Background: an optimization exercise with open tools, aiming at small area. Do not read the settings as production practice. Where RTL was checked, it was by simulation tests only, not by an equivalence proof against the original.

==> flow/design.v <==
module regfile_writeback (
  input  logic        clk,
  input  logic        reset,
  input  logic [31:0] wb_data,
  input  logic        wb_en,
  input  logic [3:0]  wb_addr,
  input  logic [4:0]  opcode,
  input  logic        stall,
  input  logic [3:0]  rn_addr,
  input  logic [3:0]  rm_addr,
  output logic [31:0] rn_data,
  output logic [31:0] rm_data,
  output logic [31:0] pc,
  output logic        branch_taken
);
  localparam logic [4:0] OP_BRANCH = 5'b10001;
  logic [31:0] regs_n [15];   
  logic [31:0] tgt_q;         
  logic        pend_q;        
  logic [31:0] pc_q;
  logic        bt_q;
  logic        cap;
  logic        is_pc;
  logic [31:0] wdata;
  logic [14:0] we;
  always_comb begin
    cap   = wb_en && !stall;
    is_pc = (opcode == OP_BRANCH) || (wb_addr == 4'd15);
    wdata = reset ? 32'hFFFF_FFFF : ~wb_data;    
    for (int i = 0; i < 15; i++)
      we[i] = reset || (cap && !is_pc && (wb_addr == 4'(i)));
  end
  always_ff @(posedge clk) begin
    for (int i = 0; i < 15; i++)
      if (we[i]) regs_n[i] <= wdata;
  end
  logic [28:0] pc_hi_inc;
  logic [31:0] pc_inc4, pc_read;
  always_comb begin
    pc_hi_inc = pc_q[31:3] + 29'd1;
    pc_read   = {pc_hi_inc, pc_q[2:0]};
    pc_inc4   = pc_q[2] ? {pc_hi_inc, 1'b0, pc_q[1:0]} : {pc_q[31:3], 1'b1, pc_q[1:0]};
  end
  always_ff @(posedge clk) begin
    tgt_q  <= wb_data;
    pend_q <= !reset && cap && is_pc;
    bt_q   <= !reset && pend_q;
    if (reset)
      pc_q <= 32'd0;
    else if (pend_q)
      pc_q <= tgt_q;
    else if (!stall)
      pc_q <= pc_inc4;
  end
  logic [15:0] sn_n, sm_n;
  logic [31:0] pc_read_n;
  always_comb begin
    for (int i = 0; i < 16; i++) begin
      sn_n[i] = (rn_addr != 4'(i));
      sm_n[i] = (rm_addr != 4'(i));
    end
    pc_read_n = ~pc_read;
  end
  for (genvar b = 0; b < 32; b++) begin : g_rd
    logic [7:0] tn, tm;
    for (genvar k = 0; k < 7; k++) begin : g_pair
      rf_oai22 u_n (.a0(sn_n[2*k]), .b0(regs_n[2*k][b]), .a1(sn_n[2*k+1]), .b1(regs_n[2*k+1][b]), .y(tn[k]));
      rf_oai22 u_m (.a0(sm_n[2*k]), .b0(regs_n[2*k][b]), .a1(sm_n[2*k+1]), .b1(regs_n[2*k+1][b]), .y(tm[k]));
    end
    rf_oai22 u_n7 (.a0(sn_n[14]), .b0(regs_n[14][b]), .a1(sn_n[15]), .b1(pc_read_n[b]), .y(tn[7]));
    rf_oai22 u_m7 (.a0(sm_n[14]), .b0(regs_n[14][b]), .a1(sm_n[15]), .b1(pc_read_n[b]), .y(tm[7]));
    rf_or8 u_on (.t(tn), .y(rn_data[b]));
    rf_or8 u_om (.t(tm), .y(rm_data[b]));
  end
  always_comb begin
    pc           = pc_q;
    branch_taken = bt_q;
  end
endmodule
module rf_oai22 (
  input  logic a0, b0, a1, b1,
  output logic y
);
  assign y = ~((a0 | b0) & (a1 | b1));
endmodule
module rf_or8 (
  input  logic [7:0] t,
  output logic       y
);
  assign y = ~(~|t[3:0] & ~|t[7:4]);
endmodule
==> flow/config.mk <==
export PLATFORM = sky130hd
export DESIGN_NAME = regfile_writeback
export DESIGN_NICKNAME = regfile_writeback
export VERILOG_FILES = /design/flow/design.v
export SDC_FILE = /design/flow/constraint.sdc
export NUM_CORES = 4
export LEC_CHECK = 0
export CAP_MARGIN = 10
export CORE_MARGIN = 2
export CORE_UTILIZATION = 65
export SETUP_SLACK_MARGIN = 0
export SLEW_MARGIN = 10
export SYNTH_HIERARCHICAL = 1
export SYNTH_MINIMUM_KEEP_SIZE = 0
==> flow/constraint.sdc <==
create_clock -name core_clock -period 6.0 [get_ports {clk}]
set_input_delay 1.2000 -clock core_clock [delete_from_list [all_inputs] [get_ports {clk}]]
set_output_delay 1.2000 -clock core_clock [all_outputs]
set_load 0.01 [all_outputs]
standard.sh (not shown) runs the stock make flow with config.mk's settings and CLKGATE_MAP_FILE= SYNTH_SCRIPT=/design/flow/synth_recipe.tcl, a recipe that flattens the netlist after the stock synthesis.
==> flow/flow/run.sh <==
#!/bin/bash
# Standard layout, with plain buf_1 port buffers and a clock tree of small
# buffers without dummy loads. Each tool's output goes to a log of its own.
export BUFFER_PORTS_ARGS="-buffer_cell sky130_fd_sc_hd__buf_1"
export CTS_ARGS="-sink_clustering_enable -repair_clock_nets -buf_list {sky130_fd_sc_hd__clkbuf_8} -sink_clustering_size 16 -sink_clustering_max_diameter 50 -dont_use_dummy_load"
bash standard.sh > standard.log 2>&1
Change:
==> flow/design.v (replaced) <==
module regfile_writeback (
  input  logic        clk,
  input  logic        reset,
  input  logic [31:0] wb_data,
  input  logic        wb_en,
  input  logic [3:0]  wb_addr,
  input  logic [4:0]  opcode,
  input  logic        stall,
  input  logic [3:0]  rn_addr,
  input  logic [3:0]  rm_addr,
  output logic [31:0] rn_data,
  output logic [31:0] rm_data,
  output logic [31:0] pc,
  output logic        branch_taken
);
  localparam logic [4:0] OP_BRANCH = 5'b10001;
  logic [31:0] regs_q [15];
  logic [31:0] tgt_q;         
  logic        pend_q;        
  logic [31:0] pc_q;
  logic        bt_q;
  logic        cap;
  logic        is_pc;
  logic [31:0] wdata;
  logic [14:0] we;
  always_comb begin
    cap   = wb_en && !stall;
    is_pc = (opcode == OP_BRANCH) || (wb_addr == 4'd15);
    wdata = reset ? 32'd0 : wb_data;
    for (int i = 0; i < 15; i++)
      we[i] = reset || (cap && !is_pc && (wb_addr == 4'(i)));
  end
  always_ff @(posedge clk) begin
    for (int i = 0; i < 15; i++)
      if (we[i]) regs_q[i] <= wdata;
  end
  logic [28:0] pc_hi_inc;
  logic [31:0] pc_inc4, pc_read;
  always_comb begin
    pc_hi_inc = pc_q[31:3] + 29'd1;
    pc_read   = {pc_hi_inc, pc_q[2:0]};
    pc_inc4   = pc_q[2] ? {pc_hi_inc, 1'b0, pc_q[1:0]} : {pc_q[31:3], 1'b1, pc_q[1:0]};
  end
  always_ff @(posedge clk) begin
    tgt_q  <= wb_data;
    pend_q <= !reset && cap && is_pc;
    bt_q   <= !reset && pend_q;
    if (reset)
      pc_q <= 32'd0;
    else if (pend_q)
      pc_q <= tgt_q;
    else if (!stall)
      pc_q <= pc_inc4;
  end
  logic [15:0] sn, sm;
  always_comb begin
    for (int i = 0; i < 16; i++) begin
      sn[i] = (rn_addr == 4'(i));
      sm[i] = (rm_addr == 4'(i));
    end
  end
  for (genvar b = 0; b < 32; b++) begin : g_rd
    logic [4:0] tn, tm;
    for (genvar k = 0; k < 5; k++) begin : g_grp
      rf_aoi222 u_n (.a0(sn[3*k]), .b0(regs_q[3*k][b]), .a1(sn[3*k+1]), .b1(regs_q[3*k+1][b]),
                     .a2(sn[3*k+2]), .b2(regs_q[3*k+2][b]), .y(tn[k]));
      rf_aoi222 u_m (.a0(sm[3*k]), .b0(regs_q[3*k][b]), .a1(sm[3*k+1]), .b1(regs_q[3*k+1][b]),
                     .a2(sm[3*k+2]), .b2(regs_q[3*k+2][b]), .y(tm[k]));
    end
    rf_rdout u_on (.t(tn), .s(sn[15]), .p(pc_read[b]), .y(rn_data[b]));
    rf_rdout u_om (.t(tm), .s(sm[15]), .p(pc_read[b]), .y(rm_data[b]));
  end
  always_comb begin
    pc           = pc_q;
    branch_taken = bt_q;
  end
endmodule
module rf_aoi222 (
  input  logic a0, b0, a1, b1, a2, b2,
  output logic y
);
  assign y = ~((a0 & b0) | (a1 & b1) | (a2 & b2));
endmodule
module rf_rdout (
  input  logic [4:0] t,
  input  logic       s,
  input  logic       p,
  output logic       y
);
  assign y = ~(&t & ~(s & p));
endmodule
Flip-flop and latch count does not change.
Cell count goes down by 6.9%.
Via count goes down by 1.2%.
Clock skew goes up by 0.024 ns.
Maximum frequency goes up by 10%.
Worst setup slack is better by 0.48 ns.
The RTL of the second run of this note was laid out without a check of its function.

[afterwards: timing with drivers on the ports]
The flow's constraints put no driver on any port. The routed layouts listed below were extracted and timed again, unchanged, in two steps. Step 1: set_driving_cell puts a clkbuf_16 on clk and a buf_2 on each other input, an assumption about the parent block. Step 2 times the ports against the registers' clock, not the clock port: input delays grow and output delays shrink by t, the midpoint of the rising clock arrivals with the driver on. a / b / c = ideal ports / drivers / drivers and shift; a / b = the first two.
run	shift t [ns]	slack for setup (ns)	worst slew at a driven data input, ns	cell pins on the clock port's net
the first run	0.641	0.719 / 0.666 / 0.826	0.10	1
the second run	0.690	1.200 / 1.170 / 1.170	0.09	1
After both steps setup and hold are still met in every run listed. For the second run, which loses most, drivers alone change the setup slack by -0.030 ns; drivers and shift together by -0.030 ns.
